Background: an optimization exercise with open tools, aiming at small area, a short achievable clock period and few clock cycles per item. Do not read the settings as production practice. In this exercise RTL edits were held to simulation tests only and were not proved equivalent to the original.

Design hsl_to_rgb_converter, start of the top module:
module hsl_to_rgb_converter (
	input  logic clk,
	input  logic arst_n,
	input  logic hsl_valid,
	output logic hsl_stall,
	input  hsl_pkg::hsl_t hsl,
	output logic rgb_valid,
	input  logic rgb_stall,
	output hsl_pkg::rgb_t rgb
);
	logic v1, v2, v3, vo;
	logic adv;
	assign adv = !(vo && rgb_stall);
	always_ff @(posedge clk or negedge arst_n) begin
		if (!arst_n) begin
			v1 <= 1'b0;
			v2 <= 1'b0;
			v3 <= 1'b0;
			vo <= 1'b0;
		end else if (adv) begin
			v1 <= hsl_valid;
			v2 <= v1;
			v3 <= v2;
			vo <= v3;
		end
	end
	assign hsl_stall = !adv;
	assign rgb_valid = vo;
	logic [3:0] so1, st1, sn1;
	logic s41;
	logic [8:0] l1;
	logic gt1;
	logic [7:0] L1;
	logic [3:0] hb1;
	logic [7:0] hl1;
	logic [2:0] sec1;
	logic [15:0] P1;
	logic [11:0] G1;
	logic [15:0] P2;
	logic [8:0] l2;
	logic [2:0] sec2;
	logic [5:0] bo2, bt2, bn2;
	logic [65:0] r3;
	logic [2:0] sec3;
	logic [7:0] md, mx, mn;
	logic w0;
	logic w1;
	logic w2;
	logic w3;
	logic w4;
	logic w5;
	logic w6;
	logic w7;
	logic w8;
	logic w9;
	logic w10;
	logic w11;
	logic w12;
	logic w13;
	logic w14;
	logic w15;
	logic w16;
	logic w17;
	logic w18;
	logic w19;
	logic w20;
	logic w21;
	logic w22;
	logic w23;
	logic w24;
	logic w25;
	logic w26;
	logic w27;
	logic w28;
	logic w29;
	logic w30;
	logic w31;
	logic w32;
	logic w33;
	logic w34;
	logic w35;
	logic w36;
	logic w37;
	logic w38;
	logic w39;
	logic w40;
	logic w41;
	logic w42;
	logic w43;
	logic w44;
	logic w45;
	logic w46;
	logic w47;
	logic w48;
	logic w49;
	logic w50;
	logic w51;
	logic w52;
	logic w53;
	logic w54;
	logic w55;
	logic w56;
	logic w57;
	logic w58;
	logic w59;
	logic w60;
	logic w61;
	logic w62;
	logic w63;
	logic w64;
	logic w65;
	logic w66;
	logic w67;
	logic w68;
	logic w69;
	logic w70;
	logic w71;
	logic w72;
	logic w73;
	logic w74;
	logic w75;
	logic w76;
	logic w77;
	logic w78;
	logic w79;
	logic w80;
	logic w81;
	logic w82;
	logic w83;
	logic w84;
	logic w85;
	logic w86;
	logic w87;
	logic w88;
	logic w89;
	logic w90;
	logic w91;
	logic w92;
	logic w93;
	logic w94;
	logic w95;
	logic w96;
	logic w97;
	logic w98;
	logic w99;
  ...
Size in the first run: ~1700 cells after synthesis, about 63 I/O pins, about 0.017 sq mm of cells after synthesis.
==> flow/config.mk <==
export PLATFORM = sky130hd
export DESIGN_NAME = hsl_to_rgb_converter
export DESIGN_NICKNAME = hsl_to_rgb_converter
export VERILOG_FILES = /design/flow/design.v
export SDC_FILE = /design/flow/constraint.sdc
export NUM_CORES = 4
export LEC_CHECK = 0
export ABC_AREA = 1
export CAP_MARGIN = 20
export CORE_MARGIN = 2
export CORE_UTILIZATION = 40
export SETUP_SLACK_MARGIN = 3.0
export SLEW_MARGIN = 20
export SYNTH_HIERARCHICAL = 1
export SYNTH_MINIMUM_KEEP_SIZE = 0
==> flow/constraint.sdc <==
create_clock -name core_clock -period 7.0 [get_ports {clk}]
set_input_delay 1.4000 -clock core_clock [delete_from_list [all_inputs] [get_ports {clk}]]
set_output_delay 1.4000 -clock core_clock [all_outputs]
set_load 0.01 [all_outputs]
standard.sh (not shown) runs the stock make flow with config.mk's settings and CLKGATE_MAP_FILE= SYNTH_SCRIPT=/design/flow/synth_recipe.tcl, a recipe that flattens the netlist after the stock synthesis.
==> flow/flow/run.sh <==
#!/bin/bash
# Layout flow: the standard flow (standard.sh) unchanged, except that the
# port buffers that global placement inserts are buf_2 cells rather than the
# default choice. Its full output goes to standard.log in this folder.
cp standard.sh standard_sh.txt.log
export BUFFER_PORTS_ARGS="-buffer_cell sky130_fd_sc_hd__buf_2"
bash standard.sh > standard.log 2>&1
The first run ran to the end with no violations.
Testbench counts at the start, summed over its fixed seeds: cycles 16,032, items 16,000.
Edit:
SETUP_SLACK_MARGIN = 3.6   (was 3.0)
=>
- via count went up by 4.7%
- routed wire length rises by 6.9%
- setup slack improves by 300 ps
- critical path depth shrinks by 5
- clock-buffer cell count increases by 1
- first-iteration DRC count goes up by 11%

========
Setup of run a:
hsl_to_rgb_converter, a different RTL version from the one above (not shown whole).
Size: ~1,500 cells after synthesis, ~190 flip-flops, about 63 I/O pins, ~0.017 sq mm of cells after synthesis.
export LEC_CHECK = 0
export CAP_MARGIN = 20
export CORE_MARGIN = 2
export CORE_UTILIZATION = 40
export SETUP_SLACK_MARGIN = 3.0
export SLEW_MARGIN = 20
export SYNTH_HIERARCHICAL = 1
export SYNTH_MINIMUM_KEEP_SIZE = 0
create_clock -name core_clock -period 7.0 [get_ports {clk}]
Scripts as last shown in full above: flow/flow/run.sh
Testbench counts of run a, summed over its fixed seeds: cycles 16,032, items 16,000.
diff inputs: run a => run b
- ABC_AREA now 1, previously not set
## What came out
Run b was carried through to the last stage, and its layout satisfied the timing, DRC and antenna checks.
Delta (run b minus run a): post-route fraction of the period consumed by the critical path now smaller, number of buffers other than clock buffers in the final layout now smaller, design area saw an increase.
Setup slack in run b is larger than in run a.
Routed length per placed instance is lower on run b
Diff run a..run b | number of sequential storage elements | unchanged
Post-placement cell count: run b vs run a up about 14%
Comparing run b and run a, the lower area overhead of the layout relative to synthesis was measured on run b.
Going from run a to run b, routed wire length grew by a little under 10%.

========
== job 8431 ==
RTL: one of the versions met above, not the one the previous note started from.
For scale: about 1700 cells after synthesis, ~180 flip-flops, about 17000 sq um of cells after synthesis.
clock: 7.0 ns
lec_check: 0
abc_area: 1
cap_margin: 20
core_margin: 2
core_utilization: 40
setup_slack_margin: 3.25
slew_margin: 20
synth_hierarchical: 1
synth_minimum_keep_size: 0
Scripts as last shown in full above: flow/flow/run.sh
Testbench counts of job 8431, summed over its fixed seeds: cycles 16,032, items 16,000.
--- input diff job 8431..job 375 ---
Settings: CTS_BUF_LIST: unset -> sky130_fd_sc_hd__clkbuf_8; SETUP_SLACK_MARGIN: 3.25 -> 3.5.
==> comparison <==
Changes observed in job 375 relative to job 8431: setup-violating endpoint count in the final report stayed essentially flat, first-pass GRT wire length saw an increase. Comparing the two runs side by side, job 375 comes out ahead of job 8431 on minimum clock period. Count of cell instances traversed by the critical path, job 375 and job 8431: higher on job 8431. Job 375 ended with more via count of the first global-routing pass than job 8431. Sequential share of cell area for job 375 is lower than for job 8431. For the headroom to the max-slew limit, job 375 came in 2.1 points higher than job 8431 did.

## port drivers added, routing unchanged
Ports are ideal in the flow. The routed layouts listed here were re-timed in OpenROAD.
Step 1 assumes that a clkbuf_16 drives the clock port and a buf_2 every other input.
Step 2 moves the port delays by t, midway between the first and last clock arrival at a register: inputs arrive t later, outputs are due t later. That takes back most of the time a late clock gives input paths.
Three values: no drivers, after step 1, after step 2; two values: the first two.
| run | shift t [ns] | setup slack, ns | worst hold slack (ns) | pins driven straight from the clock port |
|---|---|---|---|---|
| the first run of note 1 | 0.498 | 3.291 / 3.291 / 3.291 | 0.415 / 0.415 / 0.415 | 1 |
| the second run of note 1 | 0.487 | 3.591 / 3.591 / 3.591 | 0.428 / 0.428 / 0.428 | 1 |
| run a | 0.498 | 3.153 / 3.153 / 3.153 | 0.418 / 0.418 / 0.418 | 1 |
| run b | 0.518 | 3.195 / 3.175 / 3.175 | 0.408 / 0.408 / 0.408 | 1 |
| job 8431 | 0.500 | 3.377 / 3.377 / 3.377 | 0.413 / 0.413 / 0.413 | 1 |
| job 375 | 0.532 | 3.574 / 3.574 / 3.574 | 0.433 / 0.433 / 0.433 | 1 |
After both steps setup and hold are still met in every run listed. For run b, which loses most, drivers alone change the setup slack by -0.020 ns; drivers and shift together by -0.020 ns.
